Context: an optimization exercise on an open-source flow, tuned for small area and a short achievable clock period. The choices shown serve that exercise and are no tape-out recipe.
Function was checked by simulation only, so behaviour that the tests miss may differ from the original.
Power and IR drop assume default switching activity.

[standard.sh]
#!/bin/bash
# synth_recipe.tcl (not shown) runs the flow's synth.tcl, then flattens the netlist and writes it again
# the make line also repeats each setting of config.mk as NAME=value (left out here)
make -C /OpenROAD-flow-scripts/flow DESIGN_CONFIG=/design/flow/config.mk WORK_HOME=/design/flow/orfs CLKGATE_MAP_FILE= SYNTH_SCRIPT=/design/flow/synth_recipe.tcl "${@:-finish}"
[config.mk]
export PLATFORM = sky130hd
export DESIGN_NAME = fifo_fwft_top
export DESIGN_NICKNAME = fifo_fwft_top
export VERILOG_FILES = /design/flow/design.v
export SDC_FILE = /design/flow/constraint.sdc
export NUM_CORES = 4
export LEC_CHECK = 0
export ABC_CLOCK_PERIOD_IN_PS = 2500
export CAP_MARGIN = 20
export CORE_MARGIN = 2
export CORE_UTILIZATION = 45
export CTS_BUF_LIST = sky130_fd_sc_hd__clkbuf_8 sky130_fd_sc_hd__clkbuf_16
export CTS_CLUSTER_DIAMETER = 60
export CTS_CLUSTER_SIZE = 30
export SETUP_SLACK_MARGIN = 2.4
export SLEW_MARGIN = 20
export SYNTH_HIERARCHICAL = 1
export SYNTH_MEMORY_MAX_BITS = 8192
export SYNTH_MINIMUM_KEEP_SIZE = 0
export TNS_END_PERCENT = 20
[flow/run.sh]
#!/bin/bash
# The standard layout (the standard.sh, unchanged synthesis, floorplan, power grid,
# placement, clock tree and routing), with one difference: the buffers that the flow puts on
# every input and output port are buf_4 cells rather than the cell buffer_ports picks by
# itself. The whole make output goes to standard_flow.log in this folder; ORFS's per-step
# logs stay under orfs/logs.
set -euo pipefail
export BUFFER_PORTS_ARGS="-buffer_cell sky130_fd_sc_hd__buf_4"
bash standard.sh "BUFFER_PORTS_ARGS=-buffer_cell sky130_fd_sc_hd__buf_4" finish > standard_flow.log 2>&1
[design.v]
module fifo_chain_row #(
  parameter int data_width = 16
) (
  input  logic [data_width-1:0] s,     
  input  logic [data_width-1:0] n,     
  input  logic [data_width-1:0] x,     
  input  logic                  h,
  input  logic                  sh,
  input  logic                  w,
  output logic [data_width-1:0] y
);
  assign y = ~((s & {data_width{h}}) | (n & {data_width{sh}}) | (x & {data_width{w}}));
endmodule
module fifo_fwft_top (
  input  logic        clk,
  input  logic        rst_n,
  input  logic        clr,
  input  logic        wr_en,
  input  logic [15:0] din,
  input  logic        rd_en,
  output logic [15:0] dout,
  output logic        valid,
  output logic        full,
  output logic        empty,
  output logic        almost_full,
  output logic        almost_empty,
  output logic [8:0]  count,
  output logic        overflow,
  output logic        underflow
);
  localparam int DW = 16;
  localparam int N  = 255;              
  logic [DW-1:0] r_s [1:N];             
  logic          r_phase;
  logic [8:0]    r_count, r_cnt;        
  logic [15:0]   r_mlo, r_mhi;          
  logic          r_mnz;                 
  logic [DW-1:0] r_dout;
  logic          r_valid, r_vld;        
  logic          r_full, r_ful;         
  logic          r_empty, r_afull, r_aempty, r_ovf, r_udf;
  logic wr_acc, rd_acc, load, nload, wr_ld, wr_nl;
  assign wr_acc = wr_en & ~r_ful & ~clr;
  assign rd_acc = rd_en & r_vld & ~clr;
  assign load   = ~clr & r_mnz & (~r_vld | rd_en);    
  assign nload  = ~load;
  assign wr_ld  = wr_acc & load;
  assign wr_nl  = wr_acc & ~load;
  logic [N:0] at;                       
  always_comb
    for (int r = 0; r <= N; r++) at[r] = r_mhi[r / 16] & r_mlo[r % 16];
  logic [N:1] w, sh, h;
  always_comb begin
    for (int r = 1; r <= N; r++) begin
      w[r]  = (wr_ld & at[r]) | (wr_nl & at[r-1]);
      h[r]  = ~(load | (wr_acc & at[r-1]));
      sh[r] = ~(nload | (wr_acc & at[r]));
    end
  end
  logic [DW-1:0] x;
  assign x = din ^ {DW{r_phase}};
  logic [DW-1:0] s_n [1:N];
  for (genvar r = 1; r <= N; r++) begin : g_row
    fifo_chain_row #(.data_width(DW)) u_row (
      .s(r_s[r]), .n((r < N) ? r_s[(r < N) ? r+1 : r] : '0), .x(x),
      .h(h[r]), .sh(sh[r]), .w(w[r]), .y(s_n[r]));
  end
  always_ff @(posedge clk) begin
    for (int r = 1; r <= N; r++) r_s[r] <= s_n[r];
  end
  logic inc, dec, inc_m, dec_m;
  assign inc   = wr_acc & ~rd_acc;
  assign dec   = rd_acc & ~wr_acc;
  assign inc_m = wr_acc & ~load;
  assign dec_m = load & ~wr_acc;
  logic [8:0] cnt_n;
  logic [15:0] mlo_n, mhi_n;
  logic       full_n, afull_n, aempty_n, mnz_n;
  always_comb begin
    cnt_n    = inc ? r_cnt + 9'd1 : dec ? r_cnt - 9'd1 : r_cnt;
    full_n   = inc ? (r_cnt == 9'd255) : dec ? 1'b0 : r_ful;
    afull_n  = inc ? (r_cnt >= 9'd239) : dec ? (r_cnt >= 9'd241) : r_afull;
    aempty_n = inc ? (r_cnt <= 9'd15)  : dec ? (r_cnt <= 9'd17)  : r_aempty;
    mlo_n    = inc_m ? {r_mlo[14:0], r_mlo[15]} : dec_m ? {r_mlo[0], r_mlo[15:1]} : r_mlo;
    mhi_n    = (inc_m & r_mlo[15]) ? {r_mhi[14:0], r_mhi[15]} :
               (dec_m & r_mlo[0])  ? {r_mhi[0], r_mhi[15:1]} : r_mhi;
    mnz_n    = inc_m ? 1'b1 : dec_m ? ~(r_mhi[0] & r_mlo[1]) : r_mnz;
  end
  always_ff @(posedge clk or negedge rst_n) begin
    if (!rst_n) begin
      r_phase  <= 1'b0;
      r_count  <= '0;
      r_cnt    <= '0;
      r_mlo    <= 16'd1;
      r_mhi    <= 16'd1;
      r_mnz    <= 1'b0;
      r_dout   <= '0;
      r_valid  <= 1'b0;
      r_vld    <= 1'b0;
      r_empty  <= 1'b1;
      r_full   <= 1'b0;
      r_ful    <= 1'b0;
      r_afull  <= 1'b0;
      r_aempty <= 1'b1;
      r_ovf    <= 1'b0;
      r_udf    <= 1'b0;
    end else begin
      r_phase <= ~r_phase;
      if (clr) begin
        r_count  <= '0;
        r_cnt    <= '0;
        r_mlo    <= 16'd1;
      r_mhi    <= 16'd1;
        r_mnz    <= 1'b0;
        r_dout   <= '0;
        r_valid  <= 1'b0;
        r_vld    <= 1'b0;
        r_empty  <= 1'b1;
        r_full   <= 1'b0;
        r_ful    <= 1'b0;
        r_afull  <= 1'b0;
        r_aempty <= 1'b1;
        r_ovf    <= 1'b0;
        r_udf    <= 1'b0;
      end else begin
        r_count  <= cnt_n;
        r_cnt    <= cnt_n;
        r_mlo    <= mlo_n;
        r_mhi    <= mhi_n;
        r_mnz    <= mnz_n;
        r_full   <= full_n;
        r_ful    <= full_n;
        r_afull  <= afull_n;
        r_aempty <= aempty_n;
        if (wr_en & r_ful)   r_ovf <= 1'b1;
        if (rd_en & ~r_vld)  r_udf <= 1'b1;
        if (load) begin
          r_dout  <= r_s[1] ^ {DW{r_phase}};
          r_valid <= 1'b1;
          r_vld   <= 1'b1;
          r_empty <= 1'b0;
        end else if (rd_acc) begin
          r_dout  <= '0;
          r_valid <= 1'b0;
          r_vld   <= 1'b0;
          r_empty <= 1'b1;
        end
      end
    end
  end
  assign dout         = r_dout;
  assign valid        = r_valid;
  assign empty        = r_empty;
  assign full         = r_full;
  assign almost_full  = r_afull;
  assign almost_empty = r_aempty;
  assign count        = r_count;
  assign overflow     = r_ovf;
  assign underflow    = r_udf;
endmodule
[constraint.sdc]
create_clock -name core_clock -period 5.0 [get_ports {clk}]
set_input_delay 1.0000 -clock core_clock [delete_from_list [all_inputs] [get_ports {clk}]]
set_output_delay 1.0000 -clock core_clock [all_outputs]
set_load 0.01 [all_outputs]
==> impl_metrics.ini <==
[worst_setup_path]
criticalPathCategory = flop to flop
slowest_delay_ns = 0.56
critPathMaxFanout = 16
crit_buf_inv = 4
rrSetupSlack_ns = 2.22
r2r-end = r_s[65][1]$_DFF_P_
start_kind = flop
crit_family = simple AND/OR/NAND/NOR gates
r2r_start = r_ful$_DFFE_PN0P_
crit_start = r_ful$_DFFE_PN0P_
worst_r2r_path_depth = 9
crit_chain = nor3b_4 -> buf_12 -> buf_12 -> and2_4 -> mux2i_4 -> buf_12 -> buf_12 -> nor2b_2 -> a222oi_1
slowest_stage = nor2b_2
worstPathRequired_ns = 5.78
worstPathArrival_ns = 3.57
crit_path_end_kind = flop
path_common_cell = buf_12

[yosys]
synthMuxAreaShare_pct = 0.290
synthFlopType = dfxtp_1
synthArstFlopShare_pct = 1.59
yosys_warnings = 10
synth_fa_ha_area_share_pct = 0.0867
synth_simple_gate_area_share_pct = 1.53
ys_seq_elements = 4146
synth.avg_cell_area_sq_um = 13.4
yosysTopAreaCellShare_pct = 58.9
yosysTopAreaCell = dfxtp_1
ys_seq_area_share_pct = 60.1
synth_compound_area_share_pct = 31.8
synth_top_family_by_area = compound AO/OA/AOI/OAI gates
synth_area_sq_mm = 0.139
synth_xor_area_share_pct = 0.253
synth_edf_count = 0
netlist_instances = 10300
yosysUniqueCellTypes = 49
synthTopCellsByArea = dfxtp_1 (59%), a222oi_1 (29%), buf_6 (4.2%)

[sta]
worst_pin_slew_ns = 1.34
hold_violations = 0
finalSetupViolations = 0
timing.hold.ws_ns = 0.321
maxSlewViolCount = 0
maxClockFrequency_mhz = 359
period_minus_slack_ns = 2.78
finalSetupTns_ns = 0
rsz0062_at_grt = yes
maxSlewHeadroom_pct = 10.6
fin_crit_sh_pct = 55.7
skew_ns = 0.0974

[global_routing]
grt_usage_pct = 26.6
grt_remaining_overflow = 0
antenna_found_initial = 5
grt_pass1_wl_um = 666000
grt_pass1_vias = 107000
grt_max_degree = 130

[clock_tree]
cts.sinks = 4146
path_clk_slew_ns = 0.11
clockBufferDepth = 4
cts_buffers = 232
worstSkewPairLatency_ns = 0.98
htree_levels = 4
cts-root-buf = clkbuf_16
cts_tree = built

[power_and_ir_drop]
pwr-share-comb_pct = 16.9
power_switching_mw = 27.2
internal_power_mw = 67.4
p_leak_nw = 52.3
p_seq_share_pct = 58.9
ir_drop_mv = 0.433
powerDensity_mw_per_mm2 = 618
swShare_pct = 28.7
total_power_mw = 94.5
pwr-share-clk_pct = 24.3

[worst_hold_path]
min_path_type = primary input to flop
holdPathStages = 3
min_from = rd_en
hold_end = r_udf$_DFFE_PN0P_

[die]
die_width_um = 559
io-pin-count = 53
fp.dieArea_sq_mm = 0.312
core_area_sq_mm = 0.306
num_rows = 203
die_h_um = 559
initial_core_util_pct = 45.3

[placed_design]
dp_hpwl_um = 268000
place_congestion = 0.850
numPortBuffers = 52
place_area_sq_mm = 0.141

[route]
drtAntennaViolNets = 0
drc = 0
drt_wl_total_um = 453000
drt_iter0_markers = 31000
avgViaCountPerCell = 7.71
detail_route.wl_per_cell_um = 31.3
vias = 112000
drt_pass1_iterations = 20

[finish]
finalNetCount = 10200
fin_area_sq_mm = 0.153
multi_input_area_sq_mm = 0.0495
fillCellCount = 26000
final_cell_mix = a222oi_1 (4080), dfxtp_1 (4080), buf_4 (481)
area_delta_synth_final_pct = 10.4
regArea_sq_mm = 0.0834
drive_gt1_share_pct = 15.2

[status]
outcome = complete, no violations

[run]
cap_violations = 0
-- state kept, by name, indices dropped and copies added (netlist names) --
signal    cells
r_aempty      1
r_phase       1
r_count       9
r_afull       1
r_ful         1
r_empty       1
r_vld         1
r_mlo        16
r_dout       16
r_mhi        16
r_s        4080
r_mnz         1
r_udf         1
r_ovf         1
-- synth_stat cells, drive strengths merged (32+ instances only) --
library cell / n
a21oi: 543
a222oi: 4080
and2: 34
buf: 885
clkbuf: 141
dfrtp: 62
dfxtp: 4080
mux2i: 32
nand2: 58
nor2b: 240
o21ai: 36
-- power by group through the flow --
stage / sequential [mW] / combinational [mW] / clock, mW
after CTS: 55.3 / 15.6 / 23.2
after global routing: 56.7 / 17.1 / 24.4
after detailed placement: 55.9 / 15.5 / 0
after floorplan: 52.1 / 13.5 / 0
final: 55.7 / 15.9 / 22.9
after global placement: 55.6 / 14.7 / 0
-- cell type report --
type / instances / share of cell area, %
flip-flops and latches: 4146 / 54.5
repair buffers: 627 / 4.21
multi-input cells: 5170 / 32.3
diodes: 3 / 0.00491
well taps: 4100 / 3.35
clock buffers: 240 / 3.88
inverters: 8 / 0.0196
clock inverters: 196 / 1.73
-- logic make-up (layout without fill, tap and decap cells) --
| group | count (synthesis) | count (layout) |
|---|---|---|
| AO/OA/AOI/OAI | 4706 | 4706 |
| XOR/XNOR | 40 | 40 |
| adder cells (fa/ha/maj) | 9 | 9 |
| buffers and inverters | 1034 | 1071 |
| flip-flops | 4146 | 4146 |
| multiplexers | 33 | 33 |
| other | 1 | 19 |
| AND/OR/NAND/NOR | 365 | 366 |
-- layer usage --
metal,GRT usage [%],part of all wire [%]
met1,34.9,39
met2,43.5,47
met3,4.60,10
met4,10.5,3.7
met5,0,0.026
-- worst register-to-register path, cell delays in order (launching register included) --
cell	delay (ns)
dfrtp_2	0.44
nor3b_4	0.22
buf_12	0.16
buf_12	0.15
and2_4	0.37
mux2i_4	0.13
buf_12	0.19
buf_12	0.20
nor2b_2	0.58
a222oi_1	0.18
-- worst max-delay path by stage --
stage                            to  slack, ns  cells past startpoint
3_3_place_gp   r_s[218][14]$_DFF_P_       0.20                      6
3_5_place_dp    r_s[23][14]$_DFF_P_       0.44                      8
4_1_cts        r_s[221][11]$_DFF_P_       2.13                      7
2_1_floorplan  r_s[100][14]$_DFF_P_       0.48                      2
6_report         r_s[65][1]$_DFF_P_       2.22                      9
5_1_grt        r_s[178][14]$_DFF_P_       2.16                      9
-- timing repair --
item | 4_1_cts | 5_1_grt
cloned | 5 | 8
hold buffers | 0 | 1
endpoints found under the setup margin | 4127 | 3337
hold endpoints to repair | 0 | 3
buffers inserted | 57 | 23
gates resized for setup | 391 | 103
pin swaps | 8 | 8
-- through the flow --
step           util, %  cells  setup slack, ns
2_1_floorplan        -  10300            0.476
3_3_place_gp      46.0  13900            0.202
3_5_place_dp      46.1  13900            0.442
4_1_cts           49.6  14400             2.13
5_1_grt           50.0  14500             2.16
6_report          50.0  14500             2.22

[what the ideal ports hide]
The flow's constraints put no driver on any port. The routed layout listed below was extracted and timed again, unchanged, in two steps. Step 1 (the two cells are an assumption about what drives the block):
set clk [get_ports {clk}]
set_driving_cell -lib_cell sky130_fd_sc_hd__clkbuf_16 $clk
set_driving_cell -lib_cell sky130_fd_sc_hd__buf_2 [delete_from_list [all_inputs] $clk]
Step 2 adds t to the input delays and takes it off the output delays; t is the mean of the earliest and latest rising clock arrival at the registers after step 1. Input paths then give back, and output paths get back, about the clock's delay inside the block. Three values: no drivers, after step 1, after step 2; two values: the first two.
shift t [ns]: 1.035
setup slack, ns: 2.216 / 2.216 / 1.355
worst slew at a driven data input, ns: 0.04
After both steps this run still meets setup and hold. The setup slack of this run moves by 0.000 ns with the drivers and by -0.861 ns with both steps.
